Background: an optimization exercise with open tools, aiming at small area, a short achievable clock period and few clock cycles per item. Do not read the settings as production practice. The RTL was checked by simulation tests, not by an equivalence proof against the original design. No activity file was given, so power comes from the tool's default toggle rates.

==> inputs of fjord <==
==> flow/design.v (excerpt) <==
module dot_engine_top (
  input wire logic clk,
  input wire logic reset,
  input wire logic w_wr,
  input wire logic [dot_pkg::ADDR_W-1:0] w_addr,
  input wire logic [dot_pkg::WORD_W-1:0] w_data,
  input wire logic start,
  input wire logic [dot_pkg::ADDR_W-1:0] vec_last,
  input wire logic act_valid,
  input wire logic [dot_pkg::WORD_W-1:0] act_data,
  output logic busy,
  output logic done,
  output logic signed [dot_pkg::RES_W-1:0] result
);
export LEC_CHECK = 0
export CAP_MARGIN = 20
export CORE_MARGIN = 2
export CORE_UTILIZATION = 50
export CTS_CLUSTER_DIAMETER = 80
export CTS_CLUSTER_SIZE = 30
export SETUP_SLACK_MARGIN = 2.6
export SLEW_MARGIN = 20
create_clock -name core_clock -period 5.0 [get_ports {clk}]
run.sh (not shown) runs the stock make flow with config.mk's settings and CLKGATE_MAP_FILE= SYNTH_SCRIPT=/design/flow/synth_recipe.tcl, a recipe that flattens the netlist after the stock synthesis.
==> maple (differences from fjord) <==
--- a/flow/config.mk
+++ b/flow/config.mk
@@ -8,7 +8,5 @@
 export CAP_MARGIN = 20
 export CORE_MARGIN = 2
 export CORE_UTILIZATION = 50
-export CTS_CLUSTER_DIAMETER = 80
-export CTS_CLUSTER_SIZE = 30
 export SETUP_SLACK_MARGIN = 2.6
 export SLEW_MARGIN = 20
==> qor summary <==
metric                                                                                maple                        fjord
Outcome                                                                      finished clean               finished clean
Layout clock buffers                                                                    107                           41
Share of cell area taken by flip-flops and latches                                   0.5411                       0.5631
Total routed wirelength                                                            93.91 mm                     93.22 mm
Critical path endpoint                                          dot_accumulator_i.acc_q[21]  dot_accumulator_i.acc_q[19]
CP arrival                                                                          3.23 ns                      3.24 ns
Transition time of the tightest slew-check pin                                    0.9174 ns                    0.9197 ns
Fin nets                                                                               2673                         2633
DRC violation total after the first TritonRoute iteration                              2023                         2078
Fraction of area in multi-input gates                                                0.2948                       0.3083
Hold WS                                                                           0.4365 ns                    0.4426 ns
Detail Route met2 WL                                                               47.23 mm                     47.24 mm
Reg-to-reg slack, setup                                                             2.34 ns                      2.29 ns
Total via count after detailed routing                                                20337                        20136
Post-cts sizing count                                                                   219                          234
Share of post-route cells with drive strength above 1                                0.2059                       0.1936
Number of buffers other than clock buffers in the final layout                          204                          211
Worst slew margin relative to its limit                                              0.3875                       0.3860
Number of antenna repair diodes                                                           1                            2
DR pass1 iterations                                                                       5                            7
Total power after layout                                                           21110 µW                     18230 µW
Maximum clock skew at final layout                                               0.03094 ns                   0.04022 ns
Testbench counts of fjord, summed over its fixed seeds: cycles 14,859, items 1,280.
Testbench counts of maple, summed over its fixed seeds: cycles 14,859, items 1,280.

---

==> run a <==
Another version of the RTL of dot_engine_top (not shown whole).
// dot_engine_top
module dot_engine_top (
  input wire logic clk,
  input wire logic reset,
  input wire logic w_wr,
  input wire logic [dot_pkg::ADDR_W-1:0] w_addr,
  input wire logic [dot_pkg::WORD_W-1:0] w_data,
  input wire logic start,
  input wire logic [dot_pkg::ADDR_W-1:0] vec_last,
  input wire logic act_valid,
  input wire logic [dot_pkg::WORD_W-1:0] act_data,
  output logic busy,
  output logic done,
  output logic signed [dot_pkg::RES_W-1:0] result
);
clock: 5.0 ns
lec_check: 0
cap_margin: 20
core_margin: 2
core_utilization: 65
cts_cluster_diameter: 80
cts_cluster_size: 30
setup_slack_margin: 2.6
slew_margin: 20
standard.sh (not shown) runs the stock make flow with config.mk's settings and CLKGATE_MAP_FILE= SYNTH_SCRIPT=/design/flow/synth_recipe.tcl, a recipe that flattens the netlist after the stock synthesis.
==> flow/flow/run.sh <==
#!/bin/bash
# The standard layout (the standard.sh), except that the buffers that
# buffer_ports puts on every input and output port are buf_1 cells; the
# resizer sizes them up where timing needs it.
set -euo pipefail
bash standard.sh "BUFFER_PORTS_ARGS=-buffer_cell sky130_fd_sc_hd__buf_1" finish > flow_standard.log 2>&1
==> run b (differences from run a) <==
--- a/flow/design.v
+++ b/flow/design.v
@@ -14,16 +14,16 @@
 `default_nettype none
 module dp_unit (
   input wire logic clk,
   input wire logic [31:0] act_data,
   input wire logic [31:0] w_word,
   input wire logic enc_load,
   input wire logic cut_vld,
-  output logic [17:0] p_out,
-  output logic [17:0] g_out
+  output logic [17:0] x_out,
+  output logic [17:0] y_out
 );
   logic [3:0][3:0] one_q;
   logic [3:0][3:0] two_q;
   logic [3:0][3:0] neg_q;
   logic [3:0][3:0] one_d;
   logic [3:0][3:0] two_d;
   logic [3:0][3:0] neg_d;
@@ -599,16 +599,16 @@
   assign sc3_265 = sc1_213 ^ cc2_236 ^ sc2_237;
   assign cc3_266 = (sc1_213 & cc2_236) | (sc1_213 & sc2_237) | (cc2_236 & sc2_237);
   assign sc3_267 = cc1_214 ^ cc2_238 ^ sc2_239;
   assign cc3_268 = (cc1_214 & cc2_238) | (cc1_214 & sc2_239) | (cc2_238 & sc2_239);
   assign sc3_269 = cut_q[75] ^ cut_q[76] ^ cc2_240;
   assign cc3_270 = (cut_q[75] & cut_q[76]) | (cut_q[75] & cc2_240) | (cut_q[76] & cc2_240);
   logic [76:0] cut_q;
-  logic [17:0] p_q;
-  logic [17:0] g_q;
+  logic [17:0] x_q;
+  logic [17:0] y_q;
   always_ff @(posedge clk) begin
       cut_q[0] <= sb1_93;
       cut_q[1] <= sb0_3;
       cut_q[2] <= cb1_94;
       cut_q[3] <= sb1_95;
       cut_q[4] <= sb0_7;
       cut_q[5] <= sb0_9;
@@ -681,53 +681,53 @@
       cut_q[72] <= sb1_155;
       cut_q[73] <= cb1_156;
       cut_q[74] <= sb1_157;
       cut_q[75] <= cb0_92;
       cut_q[76] <= cb1_158;
   end
   always_ff @(posedge clk) begin
-      p_q[0] <= cut_vld & (cut_q[0] ^ 1'b0);
-      p_q[1] <= cut_vld & (cut_q[3] ^ sc3_241);
-      p_q[2] <= cut_vld & (cc3_242 ^ sc3_243);
-      p_q[3] <= cut_vld & (cc3_244 ^ sc3_245);
-      p_q[4] <= cut_vld & (cc3_246 ^ sc3_247);
-      p_q[5] <= cut_vld & (cc3_248 ^ sc3_249);
-      p_q[6] <= cut_vld & (cc3_250 ^ sc3_251);
-      p_q[7] <= cut_vld & (cc3_252 ^ sc3_253);
-      p_q[8] <= cut_vld & (cc3_254 ^ sc3_255);
-      p_q[9] <= cut_vld & (cc3_256 ^ sc3_257);
-      p_q[10] <= cut_vld & (cc3_258 ^ sc3_259);
-      p_q[11] <= cut_vld & (cc3_260 ^ sc3_261);
-      p_q[12] <= cut_vld & (cc3_262 ^ sc3_263);
-      p_q[13] <= cut_vld & (cc3_264 ^ sc3_265);
-      p_q[14] <= cut_vld & (cc3_266 ^ sc3_267);
-      p_q[15] <= cut_vld & (cc3_268 ^ sc3_269);
-      p_q[16] <= cut_vld & (cc3_270 ^ 1'b0);
-      p_q[17] <= cut_vld & (1'b0 ^ 1'b0);
-      g_q[0] <= cut_vld & cut_q[0] & 1'b0;
-      g_q[1] <= cut_vld & cut_q[3] & sc3_241;
-      g_q[2] <= cut_vld & cc3_242 & sc3_243;
-      g_q[3] <= cut_vld & cc3_244 & sc3_245;
-      g_q[4] <= cut_vld & cc3_246 & sc3_247;
-      g_q[5] <= cut_vld & cc3_248 & sc3_249;
-      g_q[6] <= cut_vld & cc3_250 & sc3_251;
-      g_q[7] <= cut_vld & cc3_252 & sc3_253;
-      g_q[8] <= cut_vld & cc3_254 & sc3_255;
-      g_q[9] <= cut_vld & cc3_256 & sc3_257;
-      g_q[10] <= cut_vld & cc3_258 & sc3_259;
-      g_q[11] <= cut_vld & cc3_260 & sc3_261;
-      g_q[12] <= cut_vld & cc3_262 & sc3_263;
-      g_q[13] <= cut_vld & cc3_264 & sc3_265;
-      g_q[14] <= cut_vld & cc3_266 & sc3_267;
-      g_q[15] <= cut_vld & cc3_268 & sc3_269;
-      g_q[16] <= cut_vld & cc3_270 & 1'b0;
-      g_q[17] <= cut_vld & 1'b0 & 1'b0;
+      x_q[0] <= cut_vld & cut_q[0];
+      x_q[1] <= cut_vld & cut_q[3];
+      x_q[2] <= cut_vld & cc3_242;
+      x_q[3] <= cut_vld & cc3_244;
+      x_q[4] <= cut_vld & cc3_246;
+      x_q[5] <= cut_vld & cc3_248;
+      x_q[6] <= cut_vld & cc3_250;
+      x_q[7] <= cut_vld & cc3_252;
+      x_q[8] <= cut_vld & cc3_254;
+      x_q[9] <= cut_vld & cc3_256;
+      x_q[10] <= cut_vld & cc3_258;
+      x_q[11] <= cut_vld & cc3_260;
+      x_q[12] <= cut_vld & cc3_262;
+      x_q[13] <= cut_vld & cc3_264;
+      x_q[14] <= cut_vld & cc3_266;
+      x_q[15] <= cut_vld & cc3_268;
+      x_q[16] <= cut_vld & cc3_270;
+      x_q[17] <= cut_vld & 1'b0;
+      y_q[0] <= cut_vld & 1'b0;
+      y_q[1] <= cut_vld & sc3_241;
+      y_q[2] <= cut_vld & sc3_243;
+      y_q[3] <= cut_vld & sc3_245;
+      y_q[4] <= cut_vld & sc3_247;
+      y_q[5] <= cut_vld & sc3_249;
+      y_q[6] <= cut_vld & sc3_251;
+      y_q[7] <= cut_vld & sc3_253;
+      y_q[8] <= cut_vld & sc3_255;
+      y_q[9] <= cut_vld & sc3_257;
+      y_q[10] <= cut_vld & sc3_259;
+      y_q[11] <= cut_vld & sc3_261;
+      y_q[12] <= cut_vld & sc3_263;
+      y_q[13] <= cut_vld & sc3_265;
+      y_q[14] <= cut_vld & sc3_267;
+      y_q[15] <= cut_vld & sc3_269;
+      y_q[16] <= cut_vld & 1'b0;
+      y_q[17] <= cut_vld & 1'b0;
   end
-  assign p_out = p_q;
-  assign g_out = g_q;
+  assign x_out = x_q;
+  assign y_out = y_q;
 endmodule
 `default_nettype wire
 `default_nettype none
 module weight_buffer (
   input wire logic clk,
   input wire logic wr_en,
   input wire logic [dot_pkg::ADDR_W-1:0] wr_addr,
@@ -750,37 +750,37 @@
 endmodule
 `default_nettype wire
 `default_nettype none
 module dot_accumulator (
   input wire logic clk,
   input wire logic clear,
   input wire logic [dot_pkg::ADDR_W-1:0] vec_last,
-  input wire logic [dot_pkg::SUM_W-1:0] p_in,
-  input wire logic [dot_pkg::SUM_W-1:0] g_in,
+  input wire logic [dot_pkg::SUM_W-1:0] x_in,
+  input wire logic [dot_pkg::SUM_W-1:0] y_in,
   output logic signed [dot_pkg::RES_W-1:0] acc
 );
   logic [dot_pkg::ACC_W-1:0] acc_q;
   logic [dot_pkg::ACC_W-1:0] acc_init;
-  logic [dot_pkg::ACC_W-1:0] p_ext;
-  logic [dot_pkg::ACC_W-1:0] g_ext;
+  logic [dot_pkg::ACC_W-1:0] x_ext;
+  logic [dot_pkg::ACC_W-1:0] y_ext;
   logic [dot_pkg::ACC_W-1:0] s3;
   logic [dot_pkg::ACC_W-1:0] c3;
   assign acc = dot_pkg::RES_W'($signed(acc_q));
   always_comb begin
     acc_init = '0;
     for (int n = 0; n < dot_pkg::VEC_DEPTH; n++) begin
       if (vec_last == dot_pkg::ADDR_W'(n)) begin
         acc_init = dot_pkg::ACC_W'((n + 1) * dot_pkg::WORD_OFFSET);
       end
     end
   end
-  assign p_ext = dot_pkg::ACC_W'(p_in);
-  assign g_ext = dot_pkg::ACC_W'(g_in);
-  assign s3 = acc_q ^ p_ext;
-  assign c3 = g_ext | (acc_q & p_ext);
+  assign x_ext = dot_pkg::ACC_W'(x_in);
+  assign y_ext = dot_pkg::ACC_W'(y_in);
+  assign s3 = acc_q ^ x_ext ^ y_ext;
+  assign c3 = (acc_q & x_ext) | (acc_q & y_ext) | (x_ext & y_ext);
   logic [dot_pkg::ACC_W-1:0] pa;
   logic [dot_pkg::ACC_W-1:0] pb;
   logic [dot_pkg::ACC_W-1:0] sum;
   logic [dot_pkg::ACC_W-1:0] gen [6];
   logic [dot_pkg::ACC_W-1:0] prp [6];
   assign pa = s3;
   assign pb = {c3[dot_pkg::ACC_W-2:0], 1'b0};
@@ -918,26 +918,26 @@
   logic [dot_pkg::VEC_DEPTH-1:0] rd_sel;
   logic [dot_pkg::WORD_W-1:0] rd_data;
   logic acc_clear;
   logic cut_vld;
   logic enc_load;
   logic w0_bypass;
   logic [dot_pkg::WORD_W-1:0] w_next;
-  logic [dot_pkg::SUM_W-1:0] p_sum;
-  logic [dot_pkg::SUM_W-1:0] g_sum;
+  logic [dot_pkg::SUM_W-1:0] x_sum;
+  logic [dot_pkg::SUM_W-1:0] y_sum;
   dot_ctrl dot_ctrl_i (
     .clk, .reset, .start, .vec_last, .act_valid, .w_wr, .w_addr,
     .busy, .done, .buf_wr_en, .rd_sel, .enc_load, .w0_bypass, .acc_clear, .cut_vld
   );
   weight_buffer weight_buffer_i (
     .clk, .wr_en(buf_wr_en), .wr_addr(w_addr), .wr_data(w_data),
     .rd_sel, .rd_data
   );
   assign w_next = w0_bypass ? w_data : rd_data;
   dp_unit dp_unit_i (
-    .clk, .act_data, .w_word(w_next), .enc_load, .cut_vld, .p_out(p_sum), .g_out(g_sum)
+    .clk, .act_data, .w_word(w_next), .enc_load, .cut_vld, .x_out(x_sum), .y_out(y_sum)
   );
   dot_accumulator dot_accumulator_i (
-    .clk, .clear(acc_clear), .vec_last, .p_in(p_sum), .g_in(g_sum), .acc(result)
+    .clk, .clear(acc_clear), .vec_last, .x_in(x_sum), .y_in(y_sum), .acc(result)
   );
 endmodule
 `default_nettype wire
Settings changed: CORE_UTILIZATION 65 to 72, SETUP_SLACK_MARGIN 2.6 to 2.35.
==> qor summary <==
                                                                            run a                        run b
Status                                                   timing/DRC/antenna clean     timing/DRC/antenna clean
Area occupied by multi-input gates                                      11900 µm²                    10800 µm²
Maximum frequency from static timing analysis                             364 MHz                      355 MHz
Maximum number of pins on one net before global-route repair                   49                           56
Clock tree buffer count of the final layout                                    45                           40
Slowest stage delay, CP                                                   0.60 ns                      0.55 ns
Clock skew after layout                                                 0.0498 ns                    0.0225 ns
Seq power                                                               0.00753 W                    0.00751 W
Synthesis-to-layout area growth                                             13.9%                        8.19%
Via count of the first global-routing pass                                  19300                        19300
Number of ordinary inverters in the final layout                              128                          129
Slowest CP cell                                                              fa_2                         fa_1
Area of the mapped netlist                                              31800 µm²                    31800 µm²
Timing endpoint of the critical path                            dp_unit_i.p_q[10]  dot_accumulator_i.acc_q[19]
Actual slew at the worst max-slew pin                                     1.09 ns                      1.11 ns
Width of the die                                                           225 µm                       214 µm
Worst min-delay path endpoint                                 dot_ctrl_i.fin_q[1]             dp_unit_i.x_q[0]
Max Fanout on Critical Path                                                     2                            3
Part of the Yosys area used for sequential elements                         63.1%                        63.1%
Share of cell area taken by muxes after synthesis                          0.130%                      0.0669%
Highest metal layer used by the detailed router                              met5                         met4
Summed area of non-filler cells in the final layout                     36200 µm²                    34400 µm²
Testbench counts of run a, summed over its fixed seeds: cycles 14,859, items 1,280.
Testbench counts of run b, summed over its fixed seeds: cycles 14,859, items 1,280.

-- static timing again, ports no longer ideal --
How much do the figures lean on ideal ports? The routed layouts below were timed once more, with nothing changed but the port constraints. Step 1 (the two cells are an assumption about what drives the block):
set clk [get_ports {clk}]
set_driving_cell -lib_cell sky130_fd_sc_hd__clkbuf_16 $clk
set_driving_cell -lib_cell sky130_fd_sc_hd__buf_2 [delete_from_list [all_inputs] $clk]
Step 2 also shifts input and output timing later by t, the mid clock arrival at the registers, as if the neighbouring blocks saw the same clock. Three values: ideal, step 1, step 2; two values: the first two.
| run | t, ns | setup slack, ns | worst setup path at the end | latest minus earliest clock arrival (ns) | worst register clock-pin slew, ns |
|---|---|---|---|---|---|
| fjord | 0.668 | 2.288 / 2.288 / 1.878 | input to register | 0.047 / 0.046 | 0.11 / 0.11 |
| maple | 0.700 | 2.338 / 2.338 / 1.952 | input to register | 0.035 / 0.035 | 0.06 / 0.06 |
| run a | 0.708 | 2.250 / 2.250 / 1.835 | input to register | 0.052 / 0.053 | 0.12 / 0.12 |
| run b | 0.682 | 2.185 / 2.185 / 1.539 | input to register | 0.027 / 0.027 | 0.11 / 0.11 |
After both steps setup and hold are still met in every run listed. The setup slack of run b, which loses most, moves by 0.000 ns with the drivers and by -0.646 ns with both steps.
